Context: an optimization exercise on an open-source flow, tuned for small area. The choices shown serve that exercise and are no tape-out recipe.
Where RTL was checked, it was by simulation tests only, not by an equivalence proof against the original.
No activity file was given, so power comes from the tool's default toggle rates.

Setup of north:
// tnef_record_deframer_core
module tnef_record_deframer_core (
  input  wire logic        clk,
  input  wire logic        rst_n,
  input  wire logic        push,
  output logic             full,
  input  wire logic [7:0]  in_stream_byte,
  input  wire logic        in_restart,
  output logic             empty,
  input  wire logic        pop,
  output logic [1:0]       out_event_kind,
  output logic [31:0]      out_attribute_type,
  output logic [7:0]       out_component,
  output logic [7:0]       out_payload_byte,
  output logic [31:0]      out_record_length,
  output logic             out_last_of_record
);
For scale: roughly 1,100 cells after synthesis, roughly 400 flip-flops, roughly 16,000 µm² of cells after synthesis.
Settings: LEC_CHECK=0, CAP_MARGIN=20, CORE_MARGIN=2, CORE_UTILIZATION=65, CTS_BUF_LIST=sky130_fd_sc_hd__clkbuf_16, CTS_CLUSTER_DIAMETER=60, CTS_CLUSTER_SIZE=30, SLEW_MARGIN=20; clock period 5.0 ns.
standard.sh (not shown) runs the stock make flow with config.mk's settings and CLKGATE_MAP_FILE= SYNTH_SCRIPT=/design/flow/synth_recipe.tcl, a recipe that flattens the netlist after the stock synthesis.
==> flow/flow/run.sh <==
#!/bin/bash
# Standard layout, with the port buffers inserted as the smallest buffer cell.
set -euo pipefail
bash standard.sh BUFFER_PORTS_ARGS="-buffer_cell sky130_fd_sc_hd__buf_1" finish > standard_flow.log 2>&1
Both conditions hold for north: the flow ran to the end and the final layout passed the timing, DRC and antenna checks.
Relative to north, the following input files were edited for south:
==> flow/run.sh (new file) <==
#!/bin/bash
# synth_recipe.tcl (not shown) runs the flow's synth.tcl, then flattens the netlist and writes it again
# the make line also repeats each setting of config.mk as NAME=value (left out here)
make -C /OpenROAD-flow-scripts/flow DESIGN_CONFIG=/design/flow/config.mk WORK_HOME=/design/flow/orfs CLKGATE_MAP_FILE= SYNTH_SCRIPT=/design/flow/synth_recipe.tcl finish
removed: flow/flow/run.sh
removed: flow/standard.sh
Findings:
- Compared north against south; clock-pin slew on the worst setup and hold paths within noise.
- south packs its core tighter than north.
- When south is measured against north, its power share of the combinational group turns out 6.0 points higher.
- Side by side, internal power turned out higher in south than in north.
- Relative to north, the global-route met1 utilization of south is higher by 1.3 points.
- Compared with north, south shows clock network fraction of design power lower by 3.7 points.
- Relative to north, the global-route wire length before repair of south is higher by 1200 µm.
- On final setup skew, south and north are basically level.
- No run among south and north stopped early or left any final violation; all are clean.
- Going from north to south, the placed standard-cell area was found to have gone up by 620 µm².
Function was not checked in any run of this note: the RTL went through the layout flow alone.

========
## wip/delta
tnef_record_deframer_core, a different RTL version from the one above (not shown whole).
Size in the first run: about 990 cells after synthesis, ~98 I/O pins, ~15,000 sq um of cells after synthesis.
==> flow/config.mk <==
export PLATFORM = sky130hd
export DESIGN_NAME = tnef_record_deframer_core
export DESIGN_NICKNAME = tnef_record_deframer_core
export VERILOG_FILES = /design/flow/design.v
export SDC_FILE = /design/flow/constraint.sdc
export NUM_CORES = 4
export LEC_CHECK = 0
export CAP_MARGIN = 0
export CORE_MARGIN = 2
export CORE_UTILIZATION = 78
export SLEW_MARGIN = 0
==> flow/constraint.sdc <==
create_clock -name core_clock -period 5.0 [get_ports {clk}]
set_input_delay 1.0000 -clock core_clock [delete_from_list [all_inputs] [get_ports {clk}]]
set_output_delay 1.0000 -clock core_clock [all_outputs]
set_load 0.01 [all_outputs]
==> flow/flow/run.sh <==
#!/bin/bash
# 1. the standard synthesis, unchanged.
# 2. Its combinational logic re-mapped by ABC with an area-oriented script; the
#    registers (cells, instance names) are left exactly as the standard synthesis made them.
# 3. the standard layout of that netlist, with the smallest buffer cell on the
#    ports and a clock tree without dummy balancing loads.
set -euo pipefail
HERE=$(pwd)
RES=$HERE/orfs/results/$FLOW_PLATFORM/tnef_record_deframer_core/base
LIB=$FLOW_HOME/platforms/$FLOW_PLATFORM/lib/sky130_fd_sc_hd__tt_025C_1v80.lib
YOSYS=${YOSYS_EXE:-$(command -v yosys || echo "$FLOW_HOME/../tools/install/yosys/bin/yosys")}
KNOBS=(
  BUFFER_PORTS_ARGS="-buffer_cell sky130_fd_sc_hd__buf_1"
  CTS_ARGS="-sink_clustering_enable -repair_clock_nets -dont_use_dummy_load -sink_clustering_size 20 -sink_clustering_max_diameter 50 -buf_list sky130_fd_sc_hd__clkbuf_8"
)

bash standard.sh "${KNOBS[@]}" synth > standard_synth.log 2>&1
cp "$RES/1_2_yosys.v" "$HERE/1_2_yosys_standard.v"

sed -e "s#@LIB@#$LIB#g" -e "s#@IN@#$HERE/1_2_yosys_standard.v#" -e "s#@OUT@#$HERE/1_2_yosys_remap.v#" \
    -e "s#@TOP@#$FLOW_TOP#g" -e "s#@ABC@#$HERE/flow/abc_area.script#" flow/remap.ys > "$HERE/remap_run.ys"
"$YOSYS" -l "$HERE/remap.log" -q "$HERE/remap_run.ys" > /dev/null 2>&1

cp "$HERE/1_2_yosys_remap.v" "$RES/1_2_yosys.v"
rm -f "$RES/1_synth.odb" "$RES/1_synth.sdc"
bash standard.sh "${KNOBS[@]}" finish > standard_flow.log 2>&1
==> flow/flow/abc_area.script <==
&get -n
&st
&deepsyn -T 60
&dch -f
&nf -R 1000
&put
Other scripts of this flow, unchanged in this note and not shown: flow/flow/remap.ys
What wip/lagoon does differently from wip/delta at the input level:
diff --git a/flow/flow/run.sh b/flow/flow/run.sh
--- a/flow/flow/run.sh
+++ b/flow/flow/run.sh
@@ -13,3 +13,3 @@
   BUFFER_PORTS_ARGS="-buffer_cell sky130_fd_sc_hd__buf_1"
-  CTS_ARGS="-sink_clustering_enable -repair_clock_nets -dont_use_dummy_load -sink_clustering_size 20 -sink_clustering_max_diameter 50 -buf_list sky130_fd_sc_hd__clkbuf_8"
+  CTS_ARGS="-sink_clustering_enable -repair_clock_nets -dont_use_dummy_load -sink_clustering_size 10 -sink_clustering_max_diameter 30 -buf_list sky130_fd_sc_hd__clkbuf_4"
 )
==> flow/flow/abc_area.script <==
&get -n
&st
&deepsyn -T 60
&dch -f
&nf -R 1000
&put
&get -n
&st
&deepsyn -T 60
&dch -f
&nf -R 1000
&put
Findings:
- Non-clock buffer count shrinks slightly when moving from wip/delta to wip/lagoon.
- Compared with wip/delta, in wip/lagoon total design power fell 9.5%; sequential power fell about 2%; part of the cycle the worst path needs now sits lower.
- Number of vias after detailed routing essentially unchanged between wip/lagoon and wip/delta.
- wip/lagoon ends up with lower final weighted congestion in routability-driven placement than wip/delta does.
- wip/lagoon vs wip/delta: depth of the worst register-to-register path up
- Diff wip/delta..wip/lagoon | maximum buffer depth of the clock tree | unchanged
- Min number of inverters outside the clock class in the layout across wip/lagoon and wip/delta: wip/delta
- Compared wip/delta against wip/lagoon; instance area at placement within noise.
- Between wip/lagoon and wip/delta, it is wip/lagoon whose share of the final layout cell area in multi-input gates is lower, by 0.23 points.
--- input diff wip/lagoon..wip/xenon ---
diff --git a/flow/flow/run.sh b/flow/flow/run.sh
--- a/flow/flow/run.sh
+++ b/flow/flow/run.sh
@@ -13,3 +13,3 @@
   BUFFER_PORTS_ARGS="-buffer_cell sky130_fd_sc_hd__buf_1"
-  CTS_ARGS="-sink_clustering_enable -repair_clock_nets -dont_use_dummy_load -sink_clustering_size 10 -sink_clustering_max_diameter 30 -buf_list sky130_fd_sc_hd__clkbuf_4"
+  CTS_ARGS="-sink_clustering_enable -repair_clock_nets -dont_use_dummy_load -sink_clustering_size 12 -sink_clustering_max_diameter 35 -buf_list sky130_fd_sc_hd__clkbuf_4"
 )
==> flow/flow/abc_area.script <==
&get -n
&st
&deepsyn -T 60
&dch -f
&nf -R 1000
&put
==> comparison <==
- Row power: wip/xenon higher / wip/lagoon lower
- Power in sequential cells of wip/xenon exceeds that of wip/lagoon slightly.
- Changes observed in wip/xenon relative to wip/lagoon: multi-input combinational cell area increased 2.1%, count of plain and timing-repair buffers went up by 1.
- Summary of wip/xenon over wip/lagoon: synthesized cell count neither gained nor lost much; clock power lost about 6%; post-layout net count lost 6.
- Synthesized area essentially unchanged between wip/xenon and wip/lagoon.
- Against wip/lagoon, wip/xenon comes in 7.3 points higher on portion of total power attributed to combinational logic.
- Measured against each other, wip/xenon and wip/lagoon differ in routed wire length, the lower figure coming from wip/lagoon.
[inputs] wip/tundra vs wip/xenon
Settings: CORE_UTILIZATION: 78 -> 70.
diff --git a/flow/flow/run.sh b/flow/flow/run.sh
--- a/flow/flow/run.sh
+++ b/flow/flow/run.sh
@@ -13,3 +13,3 @@
   BUFFER_PORTS_ARGS="-buffer_cell sky130_fd_sc_hd__buf_1"
-  CTS_ARGS="-sink_clustering_enable -repair_clock_nets -dont_use_dummy_load -sink_clustering_size 12 -sink_clustering_max_diameter 35 -buf_list sky130_fd_sc_hd__clkbuf_4"
+  CTS_ARGS="-sink_clustering_enable -repair_clock_nets -dont_use_dummy_load -sink_clustering_size 20 -sink_clustering_max_diameter 50 -buf_list sky130_fd_sc_hd__clkbuf_8"
 )
[summary]
Compared with wip/xenon, wip/tundra supports a higher clock frequency. Sequential share of layout area down 0.51 points in wip/tundra wrt wip/xenon. On post-route setup TNS, wip/tundra and wip/xenon are neck and neck. wip/tundra gives less met3 wirelength from detailed routing than wip/xenon did. Re core footprint: wip/tundra is 12% up on wip/xenon.
The inputs of wip/umber differ from those of wip/tundra as listed below.
Settings: CORE_UTILIZATION changed from 70 to 78.
diff --git a/flow/flow/run.sh b/flow/flow/run.sh
--- a/flow/flow/run.sh
+++ b/flow/flow/run.sh
@@ -13,3 +13,3 @@
   BUFFER_PORTS_ARGS="-buffer_cell sky130_fd_sc_hd__buf_1"
-  CTS_ARGS="-sink_clustering_enable -repair_clock_nets -dont_use_dummy_load -sink_clustering_size 20 -sink_clustering_max_diameter 50 -buf_list sky130_fd_sc_hd__clkbuf_8"
+  CTS_ARGS="-sink_clustering_enable -repair_clock_nets -dont_use_dummy_load -sink_clustering_size 11 -sink_clustering_max_diameter 32 -buf_list sky130_fd_sc_hd__clkbuf_4"
 )
==> flow/flow/abc_area.script <==
&get -n
&st
&deepsyn -T 60
&dch -f
&nf -R 1000
&put
&get -n
&st
&deepsyn -T 60
&dch -f
&nf -R 1000
&put
Notes after the runs:
Leakage power figure sits higher in wip/umber than in wip/tundra.
Taking wip/tundra as the reference point, the slack of the critical path of wip/umber falls by 0.088 ns.
Re cell depth of the worst setup path: no difference whatsoever between wip/tundra and wip/umber.
Going from wip/tundra to wip/umber, final area went down about 0.9%; depth of the worst register-to-register path went up 3.

==> port drivers added, routing unchanged <==
The flow's constraints put no driver on any port. The routed layouts listed below were extracted and timed again, unchanged, in two steps. Step 1, drivers: a clkbuf_16 drives clk and a buf_2 each remaining input, both assumed. Step 2 times the ports against the registers' clock, not the clock port: input delays grow and output delays shrink by t, the midpoint of the rising clock arrivals with the driver on. Three values: no drivers, after step 1, after step 2; two values: the first two.
| run | t, ns | setup WS [ns] | clock arrival spread, ns | worst register clock-pin slew, ns |
|---|---|---|---|---|
| north | 0.609 | 0.652 / 0.601 / 0.633 | 0.024 / 0.025 | 0.10 / 0.10 |
| south | 0.593 | 0.408 / 0.361 / 0.533 | 0.020 / 0.021 | 0.11 / 0.11 |
| wip/delta | 0.611 | 0.216 / 0.176 / 0.786 | 0.068 / 0.067 | 0.11 / 0.11 |
| wip/lagoon | 0.711 | 0.273 / 0.229 / 0.348 | 0.055 / 0.054 | 0.11 / 0.11 |
| wip/xenon | 0.686 | 0.131 / 0.094 / 0.780 | 0.087 / 0.087 | 0.12 / 0.12 |
| wip/tundra | 0.559 | 0.340 / 0.300 / 0.808 | 0.066 / 0.066 | 0.11 / 0.11 |
| wip/umber | 0.703 | 0.252 / 0.206 / 0.351 | 0.050 / 0.050 | 0.12 / 0.12 |
After both steps setup and hold are still met in every run listed. The setup slack of north, which loses most, moves by -0.051 ns with the drivers and by -0.019 ns with both steps.
